Source: an optimization exercise on an open RTL-to-GDS flow (aim: small area). Production flows keep margins and buffers that such runs may drop.
In this exercise RTL edits were held to simulation tests only and were not proved equivalent to the original.
Power is estimated from default activity; no workload was simulated.

==> flow/config.mk <==
export PLATFORM = sky130hd
export DESIGN_NAME = fetch_top
export DESIGN_NICKNAME = fetch_top
export VERILOG_FILES = /design/flow/design.v
export SDC_FILE = /design/flow/constraint.sdc
export NUM_CORES = 4
export LEC_CHECK = 0
export CAP_MARGIN = 20
export CORE_MARGIN = 2
export CORE_UTILIZATION = 45
export SLEW_MARGIN = 20
export SYNTH_HIERARCHICAL = 1
==> flow/constraint.sdc <==
create_clock -name core_clock -period 10.0 [get_ports {clk_i}]
set_input_delay 2.0000 -clock core_clock [delete_from_list [all_inputs] [get_ports {clk_i}]]
set_output_delay 2.0000 -clock core_clock [all_outputs]
set_load 0.01 [all_outputs]
==> flow/design.v <==
package fetch_pkg;
    localparam int XLEN = 32;
    typedef logic [4:0]      reg_idx_t;
    typedef logic [XLEN-1:0] word_t;
    localparam word_t RESET_PC = '0;
    localparam logic [6:0] OPC_JAL    = 7'b1101111;
    localparam logic [6:0] OPC_JALR   = 7'b1100111;
    localparam logic [6:0] OPC_BRANCH = 7'b1100011;
endpackage
module sel_aoi222 (
    input  logic a0, b0, a1, b1, a2, b2,
    output logic y_n
);
    assign y_n = ~((a0 & b0) | (a1 & b1) | (a2 & b2));
endmodule
module sel_aoi22 (
    input  logic a0, b0, a1, b1,
    output logic y_n
);
    assign y_n = ~((a0 & b0) | (a1 & b1));
endmodule
module onehot_mux32 #(
    parameter int W = 32
) (
    input  logic [31:0]   sel_i,
    input  logic [31:0][W-1:0] data_i,
    output logic [W-1:0]  data_o
);
    for (genvar b = 0; b < W; b++) begin : g_bit
        logic [10:0] part_n;
        for (genvar g = 0; g < 11; g++) begin : g_grp
            if (g < 10) begin : g_three
                sel_aoi222 u_aoi (
                    .a0 (sel_i[3*g]),   .b0 (data_i[3*g][b]),
                    .a1 (sel_i[3*g+1]), .b1 (data_i[3*g+1][b]),
                    .a2 (sel_i[3*g+2]), .b2 (data_i[3*g+2][b]),
                    .y_n (part_n[g])
                );
            end else begin : g_two
                sel_aoi22 u_aoi (
                    .a0 (sel_i[30]), .b0 (data_i[30][b]),
                    .a1 (sel_i[31]), .b1 (data_i[31][b]),
                    .y_n (part_n[g])
                );
            end
        end
        assign data_o[b] = ~&part_n;
    end
endmodule
`timescale 1ns/100ps
module btb_predictor (
    input  logic             clk_i,
    input  logic             rst_i,
    input  fetch_pkg::word_t pc_i,
    input  logic             wr_en_i,
    input  fetch_pkg::word_t wr_pc_i,
    input  fetch_pkg::word_t wr_target_i,
    output logic             hit_o,
    output fetch_pkg::word_t target_o
);
    logic [31:0] valid_q;
    logic [24:0] tag_mem    [32];
    logic [31:0] target_mem [32];
    logic [4:0] rd_index;
    logic [4:0] wr_index;
    assign rd_index = pc_i[6:2];
    assign wr_index = wr_pc_i[6:2];
    logic [31:0] rd_sel;
    logic [31:0][56:0] entry;
    logic [56:0] rd_entry;
    assign rd_sel = (32'd1 << rd_index) & valid_q;
    always_comb begin
        for (int i = 0; i < 32; i++) entry[i] = {tag_mem[i], target_mem[i]};
    end
    onehot_mux32 #(.W(57)) u_rd (.sel_i(rd_sel), .data_i(entry), .data_o(rd_entry));
    assign hit_o    = (|rd_sel) && (rd_entry[56:32] == pc_i[31:7]);
    assign target_o = rd_entry[31:0];
    always_ff @(posedge clk_i or posedge rst_i) begin
        if (rst_i) begin
            valid_q <= '0;
        end else if (wr_en_i) begin
            valid_q[wr_index] <= 1'b1;
        end
    end
    always_ff @(posedge clk_i) begin
        if (wr_en_i) begin
            tag_mem[wr_index]    <= wr_pc_i[31:7];
            target_mem[wr_index] <= wr_target_i;
        end
    end
endmodule
`timescale 1ns/100ps
module fetch_unit (
    input  logic             clk_i,
    input  logic             rst_i,
    input  logic             stall_i,
    input  logic             flush_i,
    input  logic             train_i,
    input  fetch_pkg::word_t ex_pc_i,
    input  fetch_pkg::word_t ex_next_i,
    output fetch_pkg::word_t pc_o,
    output logic             btb_hit_o
);
    fetch_pkg::word_t pc_q;
    fetch_pkg::word_t btb_target;
    fetch_pkg::word_t next_pc;
    btb_predictor u_btb (
        .clk_i       (clk_i),
        .rst_i       (rst_i),
        .pc_i        (pc_q),
        .wr_en_i     (train_i),
        .wr_pc_i     (ex_pc_i),
        .wr_target_i (ex_next_i),
        .hit_o       (btb_hit_o),
        .target_o    (btb_target)
    );
    always_comb begin
        if (flush_i)        next_pc = ex_next_i;
        else if (btb_hit_o) next_pc = btb_target;
        else                next_pc = pc_q + 32'd4;
    end
    always_ff @(posedge clk_i or posedge rst_i) begin
        if (rst_i) begin
            pc_q <= fetch_pkg::RESET_PC;
        end else if (flush_i || !stall_i) begin
            pc_q <= next_pc;
        end
    end
    assign pc_o = pc_q;
endmodule
`timescale 1ns/100ps
module fetch_buffer (
    input  logic             clk_i,
    input  logic             rst_i,
    input  logic             stall_i,
    input  logic             flush_i,
    input  fetch_pkg::word_t pc_i,
    input  fetch_pkg::word_t instr_i,
    input  logic             btb_hit_i,
    output logic             valid_o,
    output fetch_pkg::word_t pc_o,
    output fetch_pkg::word_t instr_o,
    output logic             btb_hit_o
);
    always_ff @(posedge clk_i or posedge rst_i) begin
        if (rst_i) begin
            valid_o <= 1'b0;
        end else if (flush_i) begin
            valid_o <= 1'b0;
        end else if (!stall_i) begin
            valid_o <= 1'b1;
        end
    end
    always_ff @(posedge clk_i) begin
        if (!stall_i) begin
            pc_o      <= pc_i;
            instr_o   <= instr_i;
            btb_hit_o <= btb_hit_i;
        end
    end
endmodule
`timescale 1ns/100ps
module reg_file (
    input  logic                clk_i,
    input  logic                rst_i,
    input  fetch_pkg::reg_idx_t rs1_i,
    input  fetch_pkg::reg_idx_t rs2_i,
    input  logic                wb_en_i,
    input  fetch_pkg::reg_idx_t wb_addr_i,
    input  fetch_pkg::word_t    wb_data_i,
    output fetch_pkg::word_t    rd1_o,
    output fetch_pkg::word_t    rd2_o
);
    logic [31:1][31:0] regs_q;
    logic [31:1]       written_q;
    logic [31:0][31:0] rd_data;
    for (genvar i = 1; i < 32; i++) begin : g_reg
        always_ff @(posedge clk_i or posedge rst_i) begin
            if (rst_i) begin
                written_q[i] <= 1'b0;
            end else if (wb_en_i && (wb_addr_i == i)) begin
                written_q[i] <= 1'b1;
            end
        end
        always_ff @(posedge clk_i) begin
            if (wb_en_i && (wb_addr_i == i)) begin
                regs_q[i] <= wb_data_i;
            end
        end
    end
    logic [31:0] sel1;
    logic [31:0] sel2;
    assign sel1    = (32'd1 << rs1_i) & {written_q, 1'b0};
    assign sel2    = (32'd1 << rs2_i) & {written_q, 1'b0};
    assign rd_data = {regs_q, 32'd0};
    onehot_mux32 #(.W(32)) u_rd1 (.sel_i(sel1), .data_i(rd_data), .data_o(rd1_o));
    onehot_mux32 #(.W(32)) u_rd2 (.sel_i(sel2), .data_i(rd_data), .data_o(rd2_o));
endmodule
`timescale 1ns/100ps
module decode_resolve (
    input  logic             clk_i,
    input  logic             rst_i,
    input  logic             stall_i,
    input  logic             id_valid_i,
    input  fetch_pkg::word_t id_pc_i,
    input  fetch_pkg::word_t id_instr_i,
    input  logic             id_btb_hit_i,
    input  fetch_pkg::word_t fetch_pc_i,
    input  logic             wb_en_i,
    input  fetch_pkg::reg_idx_t wb_addr_i,
    input  fetch_pkg::word_t wb_data_i,
    output logic             flush_o,
    output logic             train_o,
    output fetch_pkg::word_t ex_next_o,
    output logic             issue_valid_o,
    output fetch_pkg::word_t issue_pc_o,
    output fetch_pkg::word_t issue_instr_o
);
    logic [6:0]       opcode;
    logic [2:0]       funct3;
    fetch_pkg::word_t rd1;
    fetch_pkg::word_t rd2;
    fetch_pkg::word_t imm;
    fetch_pkg::word_t base;
    fetch_pkg::word_t target;
    logic             is_jal;
    logic             is_jalr;
    logic             is_branch;
    logic             eq;
    logic             lt;
    logic             cmp_true;
    logic             taken;
    logic             mis;
    logic             ex_valid_q;
    logic             ex_mis_q;
    logic             ex_taken_q;
    assign opcode = id_instr_i[6:0];
    assign funct3 = id_instr_i[14:12];
    assign is_jal    = (opcode == fetch_pkg::OPC_JAL);
    assign is_jalr   = (opcode == fetch_pkg::OPC_JALR);
    assign is_branch = (opcode == fetch_pkg::OPC_BRANCH);
    reg_file u_reg_file (
        .clk_i     (clk_i),
        .rst_i     (rst_i),
        .rs1_i     (id_instr_i[19:15]),
        .rs2_i     (id_instr_i[24:20]),
        .wb_en_i   (wb_en_i),
        .wb_addr_i (wb_addr_i),
        .wb_data_i (wb_data_i),
        .rd1_o     (rd1),
        .rd2_o     (rd2)
    );
    always_comb begin
        if (is_jal) begin
            imm = {{12{id_instr_i[31]}}, id_instr_i[19:12], id_instr_i[20],
                   id_instr_i[30:21], 1'b0};
        end else if (is_jalr) begin
            imm = {{21{id_instr_i[31]}}, id_instr_i[30:20]};
        end else begin
            imm = {{20{id_instr_i[31]}}, id_instr_i[7], id_instr_i[30:25],
                   id_instr_i[11:8], 1'b0};
        end
    end
    assign eq = (rd1 == rd2);
    assign lt = {rd1[31] ^ ~funct3[1], rd1[30:0]} < {rd2[31] ^ ~funct3[1], rd2[30:0]};
    always_comb begin
        if (funct3[2])      cmp_true = lt ^ funct3[0];
        else if (funct3[1]) cmp_true = 1'b0;
        else                cmp_true = eq ^ funct3[0];
    end
    assign base   = is_jalr ? rd1 : id_pc_i;
    assign target = base + imm;
    assign taken  = is_jal || is_jalr || (is_branch && cmp_true);
    assign mis = id_btb_hit_i ? (!taken || (fetch_pc_i != target)) : taken;
    always_ff @(posedge clk_i or posedge rst_i) begin
        if (rst_i) begin
            issue_valid_o <= 1'b0;
        end else begin
            issue_valid_o <= id_valid_i && !stall_i && !flush_o;
        end
    end
    always_ff @(posedge clk_i) begin
        ex_mis_q      <= mis;
        ex_taken_q    <= taken;
        issue_pc_o    <= id_pc_i;
        issue_instr_o <= id_instr_i;
        ex_next_o     <= taken ? target : id_pc_i + 32'd4;
    end
    assign ex_valid_q = issue_valid_o;
    assign flush_o    = ex_valid_q && ex_mis_q;
    assign train_o    = flush_o && ex_taken_q;
endmodule
`timescale 1ns/100ps
module fetch_top (
    input  logic        clk_i,
    input  logic        rst_i,
    input  logic        stall_i,
    input  logic [31:0] fetch_instr_i,
    input  logic        wb_en_i,
    input  logic [4:0]  wb_addr_i,
    input  logic [31:0] wb_data_i,
    output logic [31:0] fetch_pc_o,
    output logic        issue_valid_o,
    output logic [31:0] issue_pc_o,
    output logic [31:0] issue_instr_o,
    output logic        mispredict_o
);
    logic        flush;
    logic        train;
    logic [31:0] ex_next;
    logic        if_hit;
    logic        id_valid;
    logic [31:0] id_pc;
    logic [31:0] id_instr;
    logic        id_hit;
    fetch_unit u_fetch_unit (
        .clk_i     (clk_i),
        .rst_i     (rst_i),
        .stall_i   (stall_i),
        .flush_i   (flush),
        .train_i   (train),
        .ex_pc_i   (issue_pc_o),
        .ex_next_i (ex_next),
        .pc_o      (fetch_pc_o),
        .btb_hit_o (if_hit)
    );
    fetch_buffer u_fetch_buffer (
        .clk_i     (clk_i),
        .rst_i     (rst_i),
        .stall_i   (stall_i),
        .flush_i   (flush),
        .pc_i      (fetch_pc_o),
        .instr_i   (fetch_instr_i),
        .btb_hit_i (if_hit),
        .valid_o   (id_valid),
        .pc_o      (id_pc),
        .instr_o   (id_instr),
        .btb_hit_o (id_hit)
    );
    decode_resolve u_decode_resolve (
        .clk_i         (clk_i),
        .rst_i         (rst_i),
        .stall_i       (stall_i),
        .id_valid_i    (id_valid),
        .id_pc_i       (id_pc),
        .id_instr_i    (id_instr),
        .id_btb_hit_i  (id_hit),
        .fetch_pc_i    (fetch_pc_o),
        .wb_en_i       (wb_en_i),
        .wb_addr_i     (wb_addr_i),
        .wb_data_i     (wb_data_i),
        .flush_o       (flush),
        .train_o       (train),
        .ex_next_o     (ex_next),
        .issue_valid_o (issue_valid_o),
        .issue_pc_o    (issue_pc_o),
        .issue_instr_o (issue_instr_o)
    );
    assign mispredict_o = flush;
endmodule
==> flow/run.sh <==
#!/bin/bash
# synth_recipe.tcl (not shown) runs the flow's synth.tcl, then flattens the netlist and writes it again
# the make line also repeats each setting of config.mk as NAME=value (left out here)
make -C /OpenROAD-flow-scripts/flow DESIGN_CONFIG=/design/flow/config.mk WORK_HOME=/design/flow/orfs CLKGATE_MAP_FILE= SYNTH_SCRIPT=/design/flow/synth_recipe.tcl finish
==> results.py, run 1 <==
metrics = {
    "floorplan": {
        "dieArea_mm2": 0.263,
        "fp.dieH_um": 513,
        "io_pins": 171,
        "start_util_pct": 45.3,
        "rows": 186,
        "design.core.area_mm2": 0.257,
        "dieWidth_um": 513,
    },
    "worst_setup_path": {
        "critPathRequiredTime_ps": 10750,
        "worstPathCellList": "and3b_1 > and3_1 > buf_4 > a222oi_1 > nand4_1 > or3_1 > ha_1 > nand4_1 > nor4_1 > nand3_1 > xor2_1 > nor2_1 > nor2_1 > o41ai_1 > nand2_2 > buf_4 > clkinv_1 > o21ai_0",
        "cp_slowest_cell": "nor4_1",
        "path_max_fanout": 55,
        "worst-path-buf-inv": 3,
        "crit_family": "simple AND/OR/NAND/NOR gates",
        "startpoint_type": "flop",
        "worstPathArrival_ps": 7810,
        "path_class": "reg -> reg",
        "max_stage_delay_ps": 920,
        "setup.worst_path.end_class": "flop",
    },
    "timing": {
        "tns_ps": 0,
        "holdWs_ps": 365,
        "fin_crit_ps": 7060,
        "grt_setup_unrepaired": "no",
        "max_freq_ghz": 0.142,
        "hold_viol_final": 0,
        "final.setup_skew_ps": 72.4,
        "setup_viol": 0,
        "finalMaxSlewViolations": 0,
        "fin_crit_sh_pct": 70.6,
        "max_slew.worst_pin.slew_ps": 1150,
        "relSlewSlack_pct": 23.3,
    },
    "clock_tree": {
        "cts.path.max_buffers": 4,
        "cts_made_buffers": 324,
        "cts.clk_slew.worst_paths_ps": 60,
        "tritoncts": "built",
        "h-tree-depth": 5,
        "cts_root_buffer": "clkbuf_16",
        "ctsResizeCount": 0,
        "postCtsSetupBuffers": 0,
        "insertion_delay_ps": 900,
        "cts_sinks": 3076,
        "cts_hold_repair.buffers": 0,
    },
    "power": {
        "ir_drop_mv": 0.157,
        "leakage_nw": 43.8,
        "switching_share_pct": 23.8,
        "cellInternalPower_mw": 22.3,
        "power.switching_mw": 6.96,
        "p_comb_share_pct": 7.8,
        "pwr-share-clk_pct": 40.5,
        "p_total_mw": 29.2,
        "seq_power_share_pct": 51.6,
        "powerDensity_mw_per_mm2": 215,
    },
    "global_routing": {
        "grt_pass1_wl_um": 568000,
        "grt_usage_pct": 30.4,
        "antenna_found_initial": 40,
        "grt_start_max_net_pins": 56,
        "grt_overflow": 0,
        "grt_pass1_vias": 73865,
    },
    "drt": {
        "post_drt_wl_per_cell_um": 38.4,
        "wirelength_um": 414000,
        "drtAntennaViolNets": 0,
        "first_iter_violations": 17918,
        "drc": 0,
        "avgViaCountPerCell": 7.13,
        "firstDrtPassIters": 13,
        "vias": 76968,
    },
    "placement": {
        "port_buffers": 170,
        "dp_cells": 10194,
        "dp_hpwl_um": 244000,
        "place_congestion": 0.927,
    },
    "run": {
        "cap_violations": 0,
    },
    "synth": {
        "syn_avg_cell_area_um2": 18.5,
        "synthesis.area_mm2": 0.117,
        "async_flop_share_pct": 3.15,
        "yosys_warnings": 11,
        "yosysSeqAreaShare_pct": 77.9,
        "synth_edf_count": 2881,
        "yosys_most_used_dff": "edfxtp_1",
        "synthCells": 6305,
        "yosysUniqueCellTypes": 99,
        "synth-seq-cells": 3076,
    },
    "outcome": {
        "status": "complete, no violations",
    },
    "hold_path": {
        "hold_path_class": "reg -> reg",
    },
    "cells_and_area": {
        "nets": 7280,
        "syn_to_final_growth_pct": 16.6,
        "drive_gt1_share_pct": 14.6,
        "instances_no_fill": 10788,
        "final_core_util_pct": 52.8,
    },
}
[layer usage]
metal  GRT usage (%)  share of wire [%]  up-vias
met4            14.2                5.3       20
li1                -                  -    30537
met5               0              0.041        -
met2            48.2                 46     6295
met1            39.8                 35    39086
met3            7.02                 13     1030
[per-module statistics from Yosys, one instance, submodules excluded, a selection]
module,area (um^2),copies in the design,flops+latches,cells
reg_file,31700,1,1023,1211
fetch_buffer,2000,1,66,70
sel_aoi222,10.0,1210,0,1
btb_predictor,57000,1,1856,2086
decode_resolve,7050,1,99,823
sel_aoi22,12.5,121,0,1
fetch_unit,2320,1,32,300
[kinds of logic after synthesis]
family,synth area share [%]
AND/OR/NAND/NOR,5.38
AO/OA/AOI/OAI,13.9
XOR/XNOR,1.01
adder cells (fa/ha/maj),0.757
multiplexers,0.530
flip-flops,77.9
other,0.00321
buffers and inverters,0.516
[final timing paths]
check,endpoint,slack (ps),cells past startpoint,from
setup / recovery,u_decode_resolve.ex_next_o[27],2940,18,u_fetch_buffer.instr_o[17]
hold / removal,u_decode_resolve.issue_instr_o[4],370,0,u_fetch_buffer.instr_o[4]
setup reg to reg,u_decode_resolve.ex_next_o[27],2940,18,u_fetch_buffer.instr_o[17]
hold reg to reg,u_decode_resolve.issue_instr_o[4],370,0,u_fetch_buffer.instr_o[4]
max in group asynchronous,u_fetch_unit.pc_q[9],7440,3,rst_i
min in group asynchronous,u_decode_resolve.issue_valid_o,1560,3,rst_i
[metrics by stage]
stage,setup WS [ps],cell area (um^2)
3_5_place_dp,3300,126000
4_1_cts,3280,136000
6_report,2940,136000
2_1_floorplan,3610,117000
5_1_grt,2900,136000
3_3_place_gp,3260,126000
[sequential cells by signal, summed over array words and instances (netlist names), 31 cells and up]
| signal | cells |
|---|---|
| u_fetch_unit.u_btb.valid_q | 32 |
| u_decode_resolve.ex_next_o | 32 |
| u_decode_resolve.issue_instr_o | 32 |
| u_fetch_unit.pc_q | 32 |
| u_decode_resolve.u_reg_file.written_q | 31 |
| u_fetch_unit.u_btb.tag_mem | 800 |
| u_fetch_buffer.instr_o | 32 |
| u_decode_resolve.issue_pc_o | 32 |
| u_decode_resolve.u_reg_file.regs_q | 992 |
| u_fetch_unit.u_btb.target_mem | 1024 |
| u_fetch_buffer.pc_o | 32 |
[power groups by stage]
stage                     logic (mW)  registers [mW]  clock network [mW]
final                           2.29            15.1                11.8
after global routing            2.40            15.1                12.4
after floorplan                 1.06            15.2                   0
after CTS                       2.23            15.1                11.9
after global placement          2.20            15.3                   0
after detailed placement        2.22            15.3                   0
[synth_stat cells, types with 5 or more instances]
library cell,number,area [um^2]
or3_1,134,838
a22oi_2,121,1510
mux2i_1,19,190
a31o_2,9,78.8
dfrtp_1,97,2430
a21oi_1,92,460
and2_1,10,62.6
and4_1,11,96.3
o21bai_1,68,510
xor3_1,5,119
nor4_1,14,87.6
a222oi_1,1213,12100
nor2b_1,22,138
a211oi_1,9,67.6
o21ai_0,75,375
a2bb2oi_1,7,61.3
nand3_1,159,796
xnor2_1,60,526
nand2b_1,13,81.3
nand2_1,138,518
dfxtp_1,98,1960
mux2_2,38,428
o21ai_1,6,30.0
buf_2,19,95.1
and3_1,100,626
a22oi_1,6,45.0
clkbuf_1,56,210
nor3b_1,14,105
nand4_1,281,1760
nor3_1,27,135
xor2_1,50,438
and3b_1,6,52.6
inv_1,58,218
nor2_1,155,582
edfxtp_1,2881,86500
a21oi_2,8,70.1
ha_1,69,863
nand3b_1,5,37.5
a31oi_1,18,113
a21o_1,13,97.6
[cell type report]
class / count / area [um^2]
tap: 3384 / 4230
timing repair buffer: 463 / 3890
clock buffer: 414 / 8790
sequential: 3076 / 90900
multi-input combinational: 3213 / 26300
clock inverter: 159 / 1560
inverter: 59 / 223
antenna: 20 / 50.0
fill: 20407 / 121000
[cell usage in the layout (no fill, tap or decap), types with 61 or more instances in the layout]
cell,n
a21oi_1,92
a222oi_1,1213
a22oi_2,121
and3_1,72
buf_4,287
clkbuf_1,68
clkbuf_16,335
clkdlybuf4s50_1,153
clkinv_1,61
conb_1,128
dfrtp_1,97
dfxtp_1,83
edfxtp_1,2881
ha_1,69
nand2_1,137
nand3_1,159
nand4_1,281
nor2_1,88
nor2_4,67
o21ai_0,74
o21bai_1,68
or3_1,134
==> inputs of run 2 (changes only) <==
--- a/flow/design.v
+++ b/flow/design.v
@@ -13,36 +13,27 @@
 );
     assign y_n = ~((a0 & b0) | (a1 & b1) | (a2 & b2));
 endmodule
-module sel_aoi22 (
-    input  logic a0, b0, a1, b1,
-    output logic y_n
-);
-    assign y_n = ~((a0 & b0) | (a1 & b1));
-endmodule
 module onehot_mux32 #(
-    parameter int W = 32
+    parameter int W = 32,
+    parameter int N = 32
 ) (
-    input  logic [31:0]   sel_i,
-    input  logic [31:0][W-1:0] data_i,
-    output logic [W-1:0]  data_o
+    input  logic [N-1:0]        sel_i,
+    input  logic [N-1:0][W-1:0] data_i,
+    output logic [W-1:0]        data_o
 );
+    localparam int P = (N == 32) ? 12 : 11;
     for (genvar b = 0; b < W; b++) begin : g_bit
-        logic [10:0] part_n;
-        for (genvar g = 0; g < 11; g++) begin : g_grp
-            if (g < 10) begin : g_three
-                sel_aoi222 u_aoi (
-                    .a0 (sel_i[3*g]),   .b0 (data_i[3*g][b]),
-                    .a1 (sel_i[3*g+1]), .b1 (data_i[3*g+1][b]),
-                    .a2 (sel_i[3*g+2]), .b2 (data_i[3*g+2][b]),
-                    .y_n (part_n[g])
-                );
-            end else begin : g_two
-                sel_aoi22 u_aoi (
-                    .a0 (sel_i[30]), .b0 (data_i[30][b]),
-                    .a1 (sel_i[31]), .b1 (data_i[31][b]),
-                    .y_n (part_n[g])
-                );
-            end
+        logic [P-1:0] part_n;
+        for (genvar g = 0; g < 10; g++) begin : g_grp
+            sel_aoi222 u_aoi (
+                .a0 (sel_i[3*g]),   .b0 (data_i[3*g][b]),
+                .a1 (sel_i[3*g+1]), .b1 (data_i[3*g+1][b]),
+                .a2 (sel_i[3*g+2]), .b2 (data_i[3*g+2][b]),
+                .y_n (part_n[g])
+            );
+        end
+        for (genvar e = 30; e < N; e++) begin : g_one
+            assign part_n[e - 20] = ~(sel_i[e] & data_i[e][b]);
         end
         assign data_o[b] = ~&part_n;
     end
@@ -173,7 +164,6 @@
 );
     logic [31:1][31:0] regs_q;
     logic [31:1]       written_q;
-    logic [31:0][31:0] rd_data;
     for (genvar i = 1; i < 32; i++) begin : g_reg
         always_ff @(posedge clk_i or posedge rst_i) begin
             if (rst_i) begin
@@ -188,13 +178,16 @@
             end
         end
     end
-    logic [31:0] sel1;
-    logic [31:0] sel2;
-    assign sel1    = (32'd1 << rs1_i) & {written_q, 1'b0};
-    assign sel2    = (32'd1 << rs2_i) & {written_q, 1'b0};
-    assign rd_data = {regs_q, 32'd0};
-    onehot_mux32 #(.W(32)) u_rd1 (.sel_i(sel1), .data_i(rd_data), .data_o(rd1_o));
-    onehot_mux32 #(.W(32)) u_rd2 (.sel_i(sel2), .data_i(rd_data), .data_o(rd2_o));
+    logic [31:0] dec1;
+    logic [31:0] dec2;
+    logic [31:1] sel1;
+    logic [31:1] sel2;
+    assign dec1 = 32'd1 << rs1_i;
+    assign dec2 = 32'd1 << rs2_i;
+    assign sel1 = dec1[31:1] & written_q;
+    assign sel2 = dec2[31:1] & written_q;
+    onehot_mux32 #(.W(32), .N(31)) u_rd1 (.sel_i(sel1), .data_i(regs_q), .data_o(rd1_o));
+    onehot_mux32 #(.W(32), .N(31)) u_rd2 (.sel_i(sel2), .data_i(regs_q), .data_o(rd2_o));
 endmodule
 `timescale 1ns/100ps
 module decode_resolve (
==> flow/flow/run.sh (new file) <==
#!/bin/bash
# Standard layout, with a lighter clock tree (no dummy loads, sink clusters
# of at most 20 flip-flops within 90 um on clkbuf_16) and buf_1 port buffers.
set -euo pipefail
bash standard.sh \
  "CTS_ARGS=-sink_clustering_enable -repair_clock_nets -dont_use_dummy_load -buf_list sky130_fd_sc_hd__clkbuf_16 -sink_clustering_size 20 -sink_clustering_max_diameter 90" \
  "BUFFER_PORTS_ARGS=-buffer_cell sky130_fd_sc_hd__buf_1" \
  finish > make_finish.log 2>&1
==> flow/standard.sh (new file) <==
#!/bin/bash
# synth_recipe.tcl (not shown) runs the flow's synth.tcl, then flattens the netlist and writes it again
# the make line also repeats each setting of config.mk as NAME=value (left out here)
make -C /OpenROAD-flow-scripts/flow DESIGN_CONFIG=/design/flow/config.mk WORK_HOME=/design/flow/orfs CLKGATE_MAP_FILE= SYNTH_SCRIPT=/design/flow/synth_recipe.tcl "${@:-finish}"
removed: flow/run.sh
==> results.py, run 2 <==
metrics = {
    "outcome": {
        "status": "complete, no violations",
    },
    "synth": {
        "synth_top_area_share_pct": 74.7,
        "synthXorXnorAreaFrac_pct": 1.01,
        "synthCells": 6202,
        "yosysSeqAreaShare_pct": 78.5,
        "yosys_most_used_dff": "edfxtp_1",
        "async_flop_share_pct": 3.15,
        "synth_edf_count": 2881,
        "synth-compound-area-share_pct": 13.6,
        "synthSimpleGateAreaFrac_pct": 4.86,
        "synthesis.area_mm2": 0.116,
        "syn_avg_cell_area_um2": 18.7,
        "synth-seq-cells": 3076,
        "synthAdderAreaFrac_pct": 0.763,
        "synth_top_family_by_area": "compound AO/OA/AOI/OAI gates",
        "yosysUniqueCellTypes": 99,
        "ys_top_cells_by_count": "edfxtp_1 (2,881), a222oi_1 (1,213), nand4_1 (280)",
        "yosysTopAreaCell": "edfxtp_1",
        "ys_top_cells_by_area": "edfxtp_1 (75%), a222oi_1 (10%), dfrtp_1 (2.1%)",
        "muxShareOfSynthArea_pct": 0.555,
        "post-synth-top-count-cell": "edfxtp_1",
        "yosys_warnings": 11,
    },
    "power": {
        "cellInternalPower_mw": 18.3,
        "power.switching_mw": 6.06,
        "ir_drop_mv": 0.212,
        "leakage_nw": 40.2,
        "pwr-share-clk_pct": 28.8,
        "p_comb_share_pct": 10.2,
        "powerDensity_mw_per_mm2": 191,
        "seq_power_share_pct": 61.0,
        "switching_share_pct": 24.9,
    },
    "clock_tree": {
        "cts_sinks": 3076,
        "cts_root_buffer": "clkbuf_16",
        "cts_hold_repair.buffers": 0,
        "cts.clk_slew.worst_paths_ps": 80,
        "insertion_delay_ps": 870,
        "tritoncts": "built",
        "cts.path.max_buffers": 3,
        "h-tree-depth": 4,
        "postCtsSetupBuffers": 0,
        "cts_made_buffers": 175,
        "ctsResizeCount": 0,
    },
    "cells_and_area": {
        "nets": 6892,
        "final_cell_mix": "edfxtp_1 (2,881), a222oi_1 (1,213), buf_4 (287), nand4_1 (280), nand2_1 (230)",
        "fillers": 20772,
        "drive_gt1_share_pct": 9.96,
        "largest_reg_flops": 1024,
        "final_common_cell": "edfxtp_1",
        "top_regs": "u_fetch_unit.u_btb.target_mem: 1024 flops, u_decode_resolve.u_reg_file.regs_q: 992 flops, u_fetch_unit.u_btb.tag_mem: 800 flops",
        "final_core_util_pct": 49.8,
        "final_cell_area_mm2": 0.128,
        "top_register": "u_fetch_unit.u_btb.target_mem",
        "instances_no_fill": 10140,
        "syn_to_final_growth_pct": 10.2,
    },
    "drt": {
        "wirelength_um": 399000,
        "firstDrtPassIters": 14,
        "first_iter_violations": 18296,
        "post_drt_wl_per_cell_um": 39.4,
        "drc": 0,
        "drtAntennaViolNets": 0,
        "avgViaCountPerCell": 7.32,
        "vias": 74254,
    },
    "worst_setup_path": {
        "worst-path-buf-inv": 3,
        "cp_slowest_cell": "dfrtp_1",
        "worstPathArrival_ps": 8170,
        "startpoint_type": "flop",
        "max_stage_delay_ps": 730,
        "critPathRequiredTime_ps": 10660,
        "worstPathCellList": "and2_0 > and3_4 > buf_4 > a222oi_1 > nand4_1 > or4_1 > xnor2_1 > nand4_1 > nor3_1 > nand4_1 > a31oi_4 > buf_4 > or2_0 > buf_4 > nor2_1 > a222oi_1 > o21ai_0",
        "setup.worst_path.end_class": "flop",
        "path_max_fanout": 36,
        "path_class": "reg -> reg",
        "crit_family": "simple AND/OR/NAND/NOR gates",
    },
    "global_routing": {
        "grt_start_max_net_pins": 67,
        "grt_overflow": 0,
        "grt_pass1_wl_um": 548000,
        "grt_usage_pct": 29.5,
        "grt_pass1_vias": 70690,
        "antenna_found_initial": 17,
    },
    "floorplan": {
        "start_util_pct": 45.2,
        "dieArea_mm2": 0.261,
        "design.core.area_mm2": 0.256,
        "rows": 186,
        "fp.dieH_um": 511,
        "io_pins": 171,
        "dieWidth_um": 511,
    },
    "timing": {
        "tns_ps": 0,
        "max_freq_ghz": 0.133,
        "final.setup_skew_ps": 103,
        "relSlewSlack_pct": 25.2,
        "hold_viol_final": 0,
        "grt_setup_unrepaired": "no",
        "fin_crit_ps": 7510,
        "max_slew.worst_pin.slew_ps": 1120,
        "fin_crit_sh_pct": 75.1,
        "finalMaxSlewViolations": 0,
        "setup_viol": 0,
    },
    "placement": {
        "dp_cells": 9956,
        "port_buffers": 170,
        "dp_hpwl_um": 237000,
        "place_area_mm2": 0.123,
        "place_congestion": 0.908,
    },
    "hold_path": {
        "hold_path_class": "reg -> reg",
    },
    "run": {
        "cap_violations": 0,
    },
}
run 2: cell types whose count changed after synthesis, sizes merged, moves of 60 or more:
cell	before	now
nand3	160	36
or3	134	9
a22oi	127	7
or4	2	62
nand2	138	230
a2111o	2	64
run 2: cell families (layout without fill, tap and decap cells):
group                      Yosys count  count (layout)
xor gates and xnor gates           127             127
DFF                               3076            3076
other                                0               9
adders and majority gates           70              70
muxes                               59              59
buffers and inverters              151             696
AOI/OAI and AO/OA                 1702            1702
and+or+nand+nor                   1017            1017
run 2: layer usage:
layer,up-vias,track usage (%),routed length [um]
met1,38100,38.1,142000
li1,29371,-,-
met5,-,0,30
met4,4,13.0,20000
met2,5832,48.3,190000
met3,947,5.96,47500
run 2: power groups by stage:
| stage | registers (mW) | clock network, mW | logic, mW |
|---|---|---|---|
| 2_1_floorplan | 15.2 | 0 | 1.05 |
| 3_3_place_gp | 15.2 | 0 | 2.37 |
| 3_5_place_dp | 15.2 | 0 | 2.41 |
| 4_1_cts | 14.9 | 7.09 | 2.42 |
| 5_1_grt | 14.9 | 7.49 | 2.59 |
| 6_report | 14.9 | 7.02 | 2.49 |
run 2: stage by stage:
stage / power, mW / setup slack, ps / hold slack [ps]
after floorplan: 16.3 / 3890 / 344
after global placement: 17.5 / 2690 / 367
after detailed placement: 17.6 / 2650 / 366
after CTS: 24.4 / 2670 / 372
after global routing: 25.0 / 2520 / 370
final: 24.4 / 2490 / 368
run 2: area by class of cell:
type	instances	area [um^2]	share of cell area, %
antenna	9	22.5	0.0177
tap	3384	4230	3.32
timing repair buffer	466	2980	2.34
multi-input combinational	2975	24800	19.5
inverter	55	208	0.163
sequential	3076	90900	71.3
clock buffer	175	4380	3.43
run 2: worst reg2reg max path, stage by stage (launching register included):
cell	delay, ps
dfrtp_1	730
and2_0	510
and3_4	430
buf_4	390
a222oi_1	750
nand4_1	360
or4_1	640
xnor2_1	540
nand4_1	240
nor3_1	540
nand4_1	330
a31oi_4	250
buf_4	390
or2_0	470
buf_4	310
nor2_1	60
a222oi_1	320
o21ai_0	130
run 2: path summary, 6_finish.rpt:
path                                           start                           endpoint  slack, ps  cells after the start
setup / recovery                u_fetch_unit.pc_q[2]               u_fetch_unit.pc_q[9]       2490                     17
hold / removal             u_fetch_buffer.instr_o[7]  u_decode_resolve.issue_instr_o[7]        370                      0
setup reg to reg                u_fetch_unit.pc_q[2]               u_fetch_unit.pc_q[9]       2490                     17
hold reg to reg            u_fetch_buffer.instr_o[7]  u_decode_resolve.issue_instr_o[7]        370                      0
max in group asynchronous                      rst_i              u_fetch_unit.pc_q[20]       8040                      4
min in group asynchronous                      rst_i     u_decode_resolve.issue_valid_o       1220                      3
run 2: modules after synthesis (local to each module, per instance), a selection:
| module | flip-flops and latches | cells inside | copies in the design | area (um^2) |
|---|---|---|---|---|
| decode_resolve | 99 | 767 | 1 | 6750 |
| fetch_unit | 32 | 300 | 1 | 2320 |
| sel_aoi222 | 0 | 1 | 1210 | 10.0 |
| reg_file | 1023 | 1210 | 1 | 31700 |
| btb_predictor | 1856 | 2086 | 1 | 57000 |
| fetch_buffer | 66 | 70 | 1 | 2000 |
==> inputs of run 3 (changes only) <==
==> flow/flow/run.sh (replaced) <==
#!/bin/bash
# Standard layout, with no dummy loads in the clock tree and buf_1 port
# buffers.
set -euo pipefail
bash standard.sh \
  "CTS_ARGS=-sink_clustering_enable -repair_clock_nets -dont_use_dummy_load" \
  "BUFFER_PORTS_ARGS=-buffer_cell sky130_fd_sc_hd__buf_1" \
  finish > make_finish.log 2>&1
==> results.py, run 3 <==
metrics = {
    "drt": {
        "vias": 75257,
        "drtAntennaViolNets": 0,
        "avgViaCountPerCell": 7.31,
        "drc": 0,
        "firstDrtPassIters": 17,
        "post_drt_wl_per_cell_um": 39.0,
        "wirelength_um": 402000,
        "first_iter_violations": 17395,
    },
    "worst_setup_path": {
        "critPathLaunch": "u_fetch_unit.pc_q[4]",
        "r2r_end": "u_fetch_unit.pc_q[9]",
        "startpoint_type": "flop",
        "path_max_fanout": 36,
        "r2r_start": "u_fetch_unit.pc_q[4]",
        "critPathRequiredTime_ps": 10730,
        "path_class": "reg -> reg",
        "worstPathArrival_ps": 8230,
        "rr_worst_depth": 17,
        "reg2reg_slack_ps": 2500,
        "setup.worst_path.end_class": "flop",
        "crit_end": "u_fetch_unit.pc_q[9]",
    },
    "cells_and_area": {
        "final_cell_mix": "edfxtp_1 (2,881), a222oi_1 (1,213), clkbuf_16 (327), buf_4 (287), nand4_1 (280)",
        "drive_gt1_share_pct": 11.9,
        "syn_to_final_growth_pct": 13.5,
        "final_cell_area_mm2": 0.131,
        "top_regs": "u_fetch_unit.u_btb.target_mem: 1024 flops, u_decode_resolve.u_reg_file.regs_q: 992 flops, u_fetch_unit.u_btb.tag_mem: 800 flops",
        "nets": 7044,
        "largest_reg_flops": 1024,
        "fillers": 20402,
        "final_common_cell": "edfxtp_1",
        "top_register": "u_fetch_unit.u_btb.target_mem",
    },
    "synth": {
        "synth_edf_count": 2881,
        "post-synth-top-count-cell": "edfxtp_1",
        "async_flop_share_pct": 3.15,
        "syn_avg_cell_area_um2": 18.7,
        "synthCells": 6202,
        "synth_top_area_share_pct": 74.7,
        "yosys_most_used_dff": "edfxtp_1",
        "yosysTopAreaCell": "edfxtp_1",
        "yosys_warnings": 11,
        "synth-seq-cells": 3076,
        "ys_top_cells_by_area": "edfxtp_1 (75%), a222oi_1 (10%), dfrtp_1 (2.1%)",
        "synthesis.area_mm2": 0.116,
        "yosysSeqAreaShare_pct": 78.5,
        "ys_top_cells_by_count": "edfxtp_1 (2,881), a222oi_1 (1,213), nand4_1 (280)",
        "yosysUniqueCellTypes": 99,
    },
    "power": {
        "cellInternalPower_mw": 21.0,
        "pwr-share-clk_pct": 36.9,
        "power.switching_mw": 6.59,
        "powerDensity_mw_per_mm2": 210,
        "ir_drop_mv": 0.193,
        "switching_share_pct": 23.9,
        "seq_power_share_pct": 54.1,
        "leakage_nw": 42.1,
        "p_comb_share_pct": 9.0,
    },
    "timing": {
        "grt_setup_unrepaired": "no",
        "max_freq_ghz": 0.133,
        "setup_viol": 0,
        "tns_ps": 0,
        "fin_ws_ps": 2500,
        "hold_viol_final": 0,
        "fin_crit_ps": 7500,
        "relSlewSlack_pct": 24.5,
        "fin_crit_sh_pct": 75.0,
        "finalMaxSlewViolations": 0,
        "max_slew.worst_pin.slew_ps": 1130,
        "final.setup_skew_ps": 117,
    },
    "global_routing": {
        "grt_usage_pct": 29.8,
        "antenna_found_initial": 15,
        "grt_overflow": 0,
        "grt_pass1_wl_um": 553000,
        "grt_start_max_net_pins": 67,
        "grt_pass1_vias": 72154,
    },
    "floorplan": {
        "design.core.area_mm2": 0.256,
        "io_pins": 171,
        "fp.dieH_um": 511,
        "start_util_pct": 45.2,
        "dieWidth_um": 511,
        "dieArea_mm2": 0.261,
        "rows": 186,
    },
    "run": {
        "cap_violations": 0,
    },
    "hold_path": {
        "hold_path_class": "reg -> reg",
        "hp-start": "u_fetch_buffer.instr_o[31]",
    },
    "placement": {
        "dp_hpwl_um": 237000,
        "port_buffers": 170,
        "place_area_mm2": 0.123,
        "place_congestion": 0.908,
        "pre_cts_ws_ps": 2650,
    },
    "outcome": {
        "status": "complete, no violations",
    },
    "clock_tree": {
        "insertion_delay_ps": 960,
        "ctsResizeCount": 0,
        "cts_made_buffers": 327,
        "cts.clk_slew.worst_paths_ps": 50,
        "cts_root_buffer": "clkbuf_16",
        "cts_sinks": 3076,
        "cts.path.max_buffers": 4,
        "postCtsSetupBuffers": 0,
        "cts_hold_repair.buffers": 0,
        "h-tree-depth": 5,
        "tritoncts": "built",
    },
}
run 3: worst min path at each step:
stage / endpoint / slack (ps) / cells past startpoint
final: u_decode_resolve.issue_instr_o[31] / 380 / 0
after global routing: u_decode_resolve.issue_instr_o[7] / 380 / 0
after CTS: u_decode_resolve.issue_instr_o[31] / 380 / 0
after detailed placement: u_decode_resolve.issue_instr_o[31] / 370 / 0
after global placement: u_decode_resolve.issue_instr_o[7] / 370 / 0
after floorplan: u_decode_resolve.issue_instr_o[10] / 340 / 0
run 3: cell families after synthesis:
family,Yosys count,synth area share (%)
XOR/XNOR,127,1.01
flip-flops,3076,78.5
buffers and inverters,151,0.624
AND/OR/NAND/NOR,1017,4.86
adder cells (fa/ha/maj),70,0.763
AO/OA/AOI/OAI,1702,13.6
multiplexers,59,0.555
run 3: layout make-up:
cell class,instances,area (um^2),share of cell area [%]
inverter,55,208,0.158
tap,3384,4230,3.22
antenna,9,22.5,0.0171
multi-input combinational,2975,24800,18.9
timing repair buffer,466,2980,2.27
clock buffer,327,8180,6.23
sequential,3076,90900,69.2
run 3: critical path, stage by stage (launching register included):
cell,delay (ps)
dfrtp_1,1010
and3b_4,330
and3_4,320
buf_4,380
a222oi_1,630
nand4_1,360
or4_1,640
xnor2_1,530
nand4_1,210
nor3_1,520
nand4_1,330
a31oi_4,250
buf_4,390
or2_0,470
buf_4,310
nor2_1,60
a222oi_1,310
o21ai_0,120
run 3: power by group through the flow:
stage	clock network, mW	registers (mW)	logic, mW
final	10.2	14.9	2.48
after CTS	10.3	14.9	2.42
after global placement	0	15.2	2.37
after floorplan	0	15.2	1.05
after global routing	10.7	14.9	2.59
after detailed placement	0	15.2	2.41
run 3: per-stage QoR:
step | instances | hold slack [ps] | utilization (%) | total power, mW
5_1_grt | 10288 | 379 | 51.3 | 28.2
2_1_floorplan | 6202 | 344 | - | 16.3
3_5_place_dp | 9956 | 366 | 48.1 | 17.6
3_3_place_gp | 9946 | 367 | 48.0 | 17.5
6_report | 10292 | 376 | 51.3 | 27.6
4_1_cts | 10283 | 379 | 51.2 | 27.6
run 3: metal layers:
metal / vias up / global-route usage, % / wire (um)
met4: 10 / 14.2 / 21600
met2: 6045 / 48.4 / 190000
met1: 38409 / 38.2 / 142000
met5: - / 0 / 73
li1: 29717 / - / -
met3: 1076 / 6.35 / 47900
run 3: modules after synthesis, one instance, submodules excluded, excerpt:
module / times used / area, um^2
btb_predictor: 1 / 57000
decode_resolve: 1 / 6750
fetch_buffer: 1 / 2000
fetch_unit: 1 / 2320
reg_file: 1 / 31700
sel_aoi222: 1210 / 10.0
==> inputs of run 4 (changes only) <==
==> flow/flow/run.sh (replaced) <==
#!/bin/bash
# Standard layout, with a lighter clock tree (no dummy loads, sink clusters
# of at most 8 flip-flops within 60 um on clkbuf_4) and buf_1 port buffers.
set -euo pipefail
bash standard.sh \
  "CTS_ARGS=-sink_clustering_enable -repair_clock_nets -dont_use_dummy_load -buf_list sky130_fd_sc_hd__clkbuf_4 -sink_clustering_size 8 -sink_clustering_max_diameter 60" \
  "BUFFER_PORTS_ARGS=-buffer_cell sky130_fd_sc_hd__buf_1" \
  finish > make_finish.log 2>&1
==> results.py, run 4 <==
metrics = {
    "clock_tree": {
        "tritoncts": "built",
        "ctsResizeCount": 0,
        "cts_hold_repair.buffers": 0,
        "cts.clk_slew.worst_paths_ps": 110,
        "cts_sinks": 3076,
        "cts.path.max_buffers": 4,
        "h-tree-depth": 5,
        "cts_made_buffers": 438,
        "cts_root_buffer": "clkbuf_4",
        "insertion_delay_ps": 1480,
        "postCtsSetupBuffers": 0,
    },
    "power": {
        "leakage_nw": 40.1,
        "ir_drop_mv": 0.128,
        "powerDensity_mw_per_mm2": 185,
    },
    "hold_path": {
        "hold_path_class": "reg -> reg",
        "hp-start": "u_fetch_buffer.instr_o[8]",
    },
    "global_routing": {
        "grt_pass1_vias": 72836,
        "grt_pass1_wl_um": 556000,
        "grt_overflow": 0,
        "grt_start_max_net_pins": 67,
        "grt_usage_pct": 29.9,
        "antenna_found_initial": 16,
    },
    "synth": {
        "synthAdderAreaFrac_pct": 0.763,
        "synthCells": 6202,
        "async_flop_share_pct": 3.15,
        "synthSimpleGateAreaFrac_pct": 4.86,
        "synth-compound-area-share_pct": 13.6,
        "post-synth-top-count-cell": "edfxtp_1",
        "yosysTopAreaCell": "edfxtp_1",
        "yosys_most_used_dff": "edfxtp_1",
        "yosysUniqueCellTypes": 99,
        "synthXorXnorAreaFrac_pct": 1.01,
        "synth-seq-cells": 3076,
        "synth_top_family_by_area": "compound AO/OA/AOI/OAI gates",
        "synthesis.area_mm2": 0.116,
        "synth_top_area_share_pct": 74.7,
        "yosys_warnings": 11,
        "ys_top_cells_by_area": "edfxtp_1 (75%), a222oi_1 (10%), dfrtp_1 (2.1%)",
        "yosysSeqAreaShare_pct": 78.5,
        "ys_top_cells_by_count": "edfxtp_1 (2,881), a222oi_1 (1,213), nand4_1 (280)",
        "synth_edf_count": 2881,
        "syn_avg_cell_area_um2": 18.7,
        "muxShareOfSynthArea_pct": 0.555,
    },
    "timing": {
        "max_slew.worst_pin.slew_ps": 1110,
        "final.setup_skew_ps": 198,
        "grt_setup_unrepaired": "no",
        "finalMaxSlewViolations": 0,
        "hold_viol_final": 0,
        "fin_crit_sh_pct": 74.6,
        "setup_viol": 0,
        "fin_ws_ps": 2540,
        "fin_crit_ps": 7460,
        "max_freq_ghz": 0.134,
        "tns_ps": 0,
        "holdWs_ps": 379,
        "relSlewSlack_pct": 26.1,
    },
    "worst_setup_path": {
        "worstPathArrival_ps": 8750,
        "startpoint_type": "flop",
        "setup.worst_path.end_class": "flop",
        "r2r_start": "u_fetch_unit.pc_q[4]",
        "max_stage_delay_ps": 1030,
        "critPathRequiredTime_ps": 11290,
        "worst-path-buf-inv": 3,
        "critPathLaunch": "u_fetch_unit.pc_q[4]",
        "cp_slowest_cell": "dfrtp_1",
        "crit_family": "simple AND/OR/NAND/NOR gates",
        "path_class": "reg -> reg",
        "worstPathCellList": "and3b_4 > and3_4 > buf_4 > a222oi_1 > nand4_1 > or4_1 > xnor2_1 > nand4_1 > nor3_1 > nand4_1 > a31oi_4 > buf_4 > or2_0 > buf_4 > nor2_1 > a222oi_1 > o21ai_0",
        "path_max_fanout": 36,
    },
    "cells_and_area": {
        "nets": 7155,
        "final_cell_mix": "edfxtp_1 (2,881), a222oi_1 (1,213), clkbuf_4 (438), buf_4 (287), nand4_1 (280)",
        "final_common_cell": "edfxtp_1",
        "instances_no_fill": 10414,
        "drive_gt1_share_pct": 13.3,
        "top_regs": "u_fetch_unit.u_btb.target_mem: 1024 flops, u_decode_resolve.u_reg_file.regs_q: 992 flops, u_fetch_unit.u_btb.tag_mem: 800 flops",
        "final_core_util_pct": 49.4,
        "largest_reg_flops": 1024,
        "syn_to_final_growth_pct": 9.28,
        "top_register": "u_fetch_unit.u_btb.target_mem",
    },
    "placement": {
        "dp_hpwl_um": 237000,
        "place_congestion": 0.908,
        "port_buffers": 170,
        "pre_cts_ws_ps": 2650,
        "dp_cells": 9956,
    },
    "outcome": {
        "status": "complete, no violations",
    },
    "floorplan": {
        "rows": 186,
        "design.core.area_mm2": 0.256,
        "start_util_pct": 45.2,
        "io_pins": 171,
        "fp.dieH_um": 511,
        "dieWidth_um": 511,
        "dieArea_mm2": 0.261,
    },
    "drt": {
        "avgViaCountPerCell": 7.28,
        "drtAntennaViolNets": 0,
        "post_drt_wl_per_cell_um": 38.8,
        "drc": 0,
        "wirelength_um": 404000,
        "vias": 75808,
        "firstDrtPassIters": 17,
        "first_iter_violations": 17832,
    },
    "run": {
        "cap_violations": 0,
    },
}
run 4: cell counts after synthesis:
Identical to the previous run, type by type.
run 4: per-stage QoR:
step                power, mW  cell area, um^2
floorplan                16.3           116000
global placement         17.5           123000
detailed placement       17.6           123000
CTS                      23.4           126000
global route             24.1           126000
finish                   23.4           126000
run 4: power breakdown:
part           internal (mW)  switching [mW]
registers               14.5           0.349
clock network           2.00            4.03
logic                  0.692            1.79
run 4: kinds of logic after synthesis:
| family | after synthesis |
|---|---|
| DFF | 3076 |
| AOI/OAI and AO/OA | 1702 |
| and+or+nand+nor | 1017 |
| buffers and inverters | 151 |
| xor gates and xnor gates | 127 |
| adders and majority gates | 70 |
| muxes | 59 |
run 4: layer usage:
metal | global-route usage (%) | vias to the layer above | share of wire, %
met5 | 0 | - | 0.014
met4 | 14.7 | 8 | 5.4
met3 | 6.34 | 1091 | 12
met2 | 48.3 | 6285 | 47
met1 | 38.3 | 38393 | 35
li1 | - | 30031 | -
run 4: layout make-up:
| class | count | area [um^2] |
|---|---|---|
| Fill cell | 21094 | 130000 |
| Tap cell | 3384 | 4230 |
| Inverter | 55 | 208 |
| Clock buffer | 438 | 3290 |
| Multi-Input combinational cell | 2975 | 24800 |
| Sequential cell | 3076 | 90900 |
| Antenna cell | 20 | 50.0 |
| Timing Repair Buffer | 466 | 2980 |
run 4: per-module statistics from Yosys (local to each module, per instance), a selection:
module | copies in the design | flip-flops and latches | cells | cell area [um^2]
decode_resolve | 1 | 99 | 767 | 6750
sel_aoi222 | 1210 | 0 | 1 | 10.0
btb_predictor | 1 | 1856 | 2086 | 57000
fetch_buffer | 1 | 66 | 70 | 2000
fetch_unit | 1 | 32 | 300 | 2320
reg_file | 1 | 1023 | 1210 | 31700
run 4: path summary, 6_finish.rpt:
check	to	slack (ps)	depth (start not counted)
hold reg to reg	u_decode_resolve.issue_instr_o[8]	380	0
hold / removal	u_decode_resolve.issue_instr_o[8]	380	0
setup / recovery	u_fetch_unit.pc_q[9]	2540	17
setup reg to reg	u_fetch_unit.pc_q[9]	2540	17
min in group asynchronous	u_decode_resolve.issue_valid_o	550	3
max in group asynchronous	u_fetch_unit.pc_q[27]	8650	4
==> inputs of run 5 (changes only) <==
==> flow/flow/run.sh (replaced) <==
#!/bin/bash
# Standard layout, with a lighter clock tree (no dummy loads, sink clusters
# of at most 7 flip-flops within 60 um on clkbuf_4) and buf_1 port buffers.
set -euo pipefail
bash standard.sh \
  "CTS_ARGS=-sink_clustering_enable -repair_clock_nets -dont_use_dummy_load -buf_list sky130_fd_sc_hd__clkbuf_4 -sink_clustering_size 7 -sink_clustering_max_diameter 60" \
  "BUFFER_PORTS_ARGS=-buffer_cell sky130_fd_sc_hd__buf_1" \
  finish > make_finish.log 2>&1
==> results.py, run 5 <==
metrics = {
    "floorplan": {
        "io_pins": 171,
        "fp.dieH_um": 511,
        "start_util_pct": 45.2,
        "dieArea_mm2": 0.261,
        "design.core.area_mm2": 0.256,
        "rows": 186,
        "dieWidth_um": 511,
    },
    "clock_tree": {
        "tritoncts": "built",
        "cts.path.max_buffers": 4,
        "cts.clk_slew.worst_paths_ps": 90,
        "cts_hold_repair.buffers": 0,
        "postCtsSetupBuffers": 0,
        "cts_sinks": 3076,
        "cts_made_buffers": 484,
        "insertion_delay_ps": 1370,
        "h-tree-depth": 5,
        "ctsResizeCount": 0,
        "cts_root_buffer": "clkbuf_4",
    },
    "synth": {
        "synth_top_area_share_pct": 74.7,
        "async_flop_share_pct": 3.15,
        "ys_top_cells_by_count": "edfxtp_1 (2,881), a222oi_1 (1,213), nand4_1 (280)",
        "synthCells": 6202,
        "yosys_most_used_dff": "edfxtp_1",
        "yosys_warnings": 11,
        "syn_avg_cell_area_um2": 18.7,
        "synthesis.area_mm2": 0.116,
        "yosysSeqAreaShare_pct": 78.5,
        "synth-seq-cells": 3076,
        "yosysTopAreaCell": "edfxtp_1",
        "post-synth-top-count-cell": "edfxtp_1",
        "yosysUniqueCellTypes": 99,
        "ys_top_cells_by_area": "edfxtp_1 (75%), a222oi_1 (10%), dfrtp_1 (2.1%)",
        "synth_edf_count": 2881,
    },
    "power": {
        "ir_drop_mv": 0.120,
        "leakage_nw": 40.3,
        "powerDensity_mw_per_mm2": 187,
    },
    "timing": {
        "fin_crit_sh_pct": 75.5,
        "fin_crit_ps": 7550,
        "relSlewSlack_pct": 25.4,
        "grt_setup_unrepaired": "no",
        "max_freq_ghz": 0.132,
        "hold_viol_final": 0,
        "finalMaxSlewViolations": 0,
        "setup_viol": 0,
        "tns_ps": 0,
        "final.setup_skew_ps": 204,
        "max_slew.worst_pin.slew_ps": 1120,
    },
    "drt": {
        "drtAntennaViolNets": 0,
        "vias": 75951,
        "wirelength_um": 404000,
        "avgViaCountPerCell": 7.27,
        "firstDrtPassIters": 17,
        "drc": 0,
        "first_iter_violations": 17490,
        "post_drt_wl_per_cell_um": 38.6,
    },
    "placement": {
        "dp_hpwl_um": 237000,
        "place_congestion": 0.908,
        "port_buffers": 170,
        "dp_cells": 9956,
    },
    "worst_setup_path": {
        "startpoint_type": "flop",
        "setup.worst_path.end_class": "flop",
        "crit_family": "simple AND/OR/NAND/NOR gates",
        "critPathRequiredTime_ps": 11140,
        "max_stage_delay_ps": 1010,
        "path_class": "reg -> reg",
        "worstPathArrival_ps": 8680,
        "worst-path-buf-inv": 3,
        "worstPathCellList": "and3b_4 > and3_4 > buf_4 > a222oi_1 > nand4_1 > or4_1 > xnor2_1 > nand4_1 > nor3_1 > nand4_1 > a31oi_4 > buf_4 > or2_0 > buf_4 > nor2_1 > a222oi_1 > o21ai_0",
        "cp_slowest_cell": "dfrtp_1",
        "path_max_fanout": 36,
    },
    "hold_path": {
        "hold_path_class": "reg -> reg",
    },
    "cells_and_area": {
        "drive_gt1_share_pct": 13.9,
        "nets": 7201,
        "top_regs": "u_fetch_unit.u_btb.target_mem: 1024 flops, u_decode_resolve.u_reg_file.regs_q: 992 flops, u_fetch_unit.u_btb.tag_mem: 800 flops",
        "syn_to_final_growth_pct": 9.56,
        "instances_no_fill": 10451,
        "final_common_cell": "edfxtp_1",
        "final_cell_mix": "edfxtp_1 (2,881), a222oi_1 (1,213), clkbuf_4 (484), buf_4 (287), nand4_1 (280)",
        "top_register": "u_fetch_unit.u_btb.target_mem",
        "largest_reg_flops": 1024,
    },
    "global_routing": {
        "grt_start_max_net_pins": 67,
        "grt_usage_pct": 29.8,
        "grt_pass1_wl_um": 557000,
        "use_met1_pct": 38.1,
        "met3_usage_pct": 6.60,
        "antenna_found_initial": 21,
        "grt_overflow": 0,
        "grt.busiest_layer": "met2",
        "met2_usage_pct": 48.3,
        "grt_pass1_vias": 73450,
    },
    "run": {
        "cap_violations": 0,
    },
    "outcome": {
        "status": "complete, no violations",
    },
}
-- run 5: cell counts after synthesis --
No cell type changed its count.
-- run 5: kinds of logic (layout without fill, tap and decap cells) --
logic type | Yosys count | count (layout) | share of synthesized area [%]
AO/OA/AOI/OAI | 1702 | 1702 | 13.6
other | 0 | 11 | 0
buffers and inverters | 151 | 1005 | 0.624
AND/OR/NAND/NOR | 1017 | 1017 | 4.86
multiplexers | 59 | 59 | 0.555
adder cells (fa/ha/maj) | 70 | 70 | 0.763
flip-flops | 3076 | 3076 | 78.5
XOR/XNOR | 127 | 127 | 1.01
-- run 5: layout make-up --
cell class,count,area [um^2]
Multi-Input combinational cell,2975,24800
Antenna cell,11,27.5
Tap cell,3384,4230
Clock buffer,484,3630
Inverter,55,208
Timing Repair Buffer,466,2980
Sequential cell,3076,90900
Fill cell,21095,129000
-- run 5: metal layers --
metal / wire length, um / part of all wire (%) / vias up
li1: - / - / 30156
met1: 142000 / 35 / 38534
met2: 190000 / 47 / 6131
met3: 48900 / 12 / 1120
met4: 21900 / 5.4 / 10
met5: 74 / 0.018 / -
-- run 5: per-module statistics from Yosys (local to each module, per instance), a selection --
module	cells	copies in the design	area (um^2)	flip-flops and latches
fetch_unit	300	1	2320	32
sel_aoi222	1	1210	10.0	0
reg_file	1210	1	31700	1023
fetch_buffer	70	1	2000	66
btb_predictor	2086	1	57000	1856
decode_resolve	767	1	6750	99
-- run 5: final timing paths --
check                                                start                            endpoint  slack [ps]  cells past startpoint
worst max-delay path                  u_fetch_unit.pc_q[4]                u_fetch_unit.pc_q[9]        2450                     17
worst min-delay path            u_fetch_buffer.instr_o[31]  u_decode_resolve.issue_instr_o[31]         380                      0
worst max register to register        u_fetch_unit.pc_q[4]                u_fetch_unit.pc_q[9]        2450                     17
worst min register to register  u_fetch_buffer.instr_o[31]  u_decode_resolve.issue_instr_o[31]         380                      0
max in group asynchronous                            rst_i                u_fetch_unit.pc_q[8]        8520                      4
min in group asynchronous                            rst_i      u_decode_resolve.issue_valid_o         720                      3
-- run 5: stage by stage --
stage	instance area [um^2]	setup WS (ps)	hold slack [ps]	power [mW]	utilization [%]
6_report	127000	2450	381	23.7	49.5
5_1_grt	127000	2460	397	24.4	49.5
4_1_cts	127000	2640	386	23.7	49.5
3_5_place_dp	123000	2650	366	17.6	48.1
3_3_place_gp	123000	2690	367	17.5	48.0
2_1_floorplan	116000	3890	344	16.3	-
-- run 5: report_power, final --
part | internal [mW] | switching (mW) | leakage (nW)
registers | 14.5 | 0.347 | 27.8
logic | 0.692 | 1.79 | 10.2
clock network | 2.20 | 4.08 | 2.23
total | 17.4 | 6.21 | 40.3

[static timing again, ports no longer ideal]
No port has a modelled driver above. Below, the same layouts with a new extraction and two added sets of constraints.
Step 1, drivers: a clkbuf_16 drives clk_i and a buf_2 each remaining input, both assumed.
Step 2, shift: input delay + t, output delay - t, t = (earliest + latest rising clock arrival at the registers) / 2. This alone moves slack from input paths to output paths.
Three values: ideal, step 1, step 2; two values: the first two.
run | t (ns) | setup slack, ns | worst setup path at the end | worst slew at a driven data input, ns | cell pins on the clock port's net
run 1 | 0.966 | 2.941 / 2.941 / 2.941 | register to register | 0.13 | 1
run 2 | 0.934 | 2.486 / 2.486 / 2.486 | register to register | 0.22 | 1
run 3 | 1.015 | 2.497 / 2.497 / 2.497 | register to register | 0.23 | 1
run 4 | 1.492 | 2.539 / 2.539 / 2.539 | register to register | 0.24 | 1
run 5 | 1.374 | 2.453 / 2.453 / 2.453 | register to register | 0.25 | 1
After both steps setup and hold are still met in every run listed.
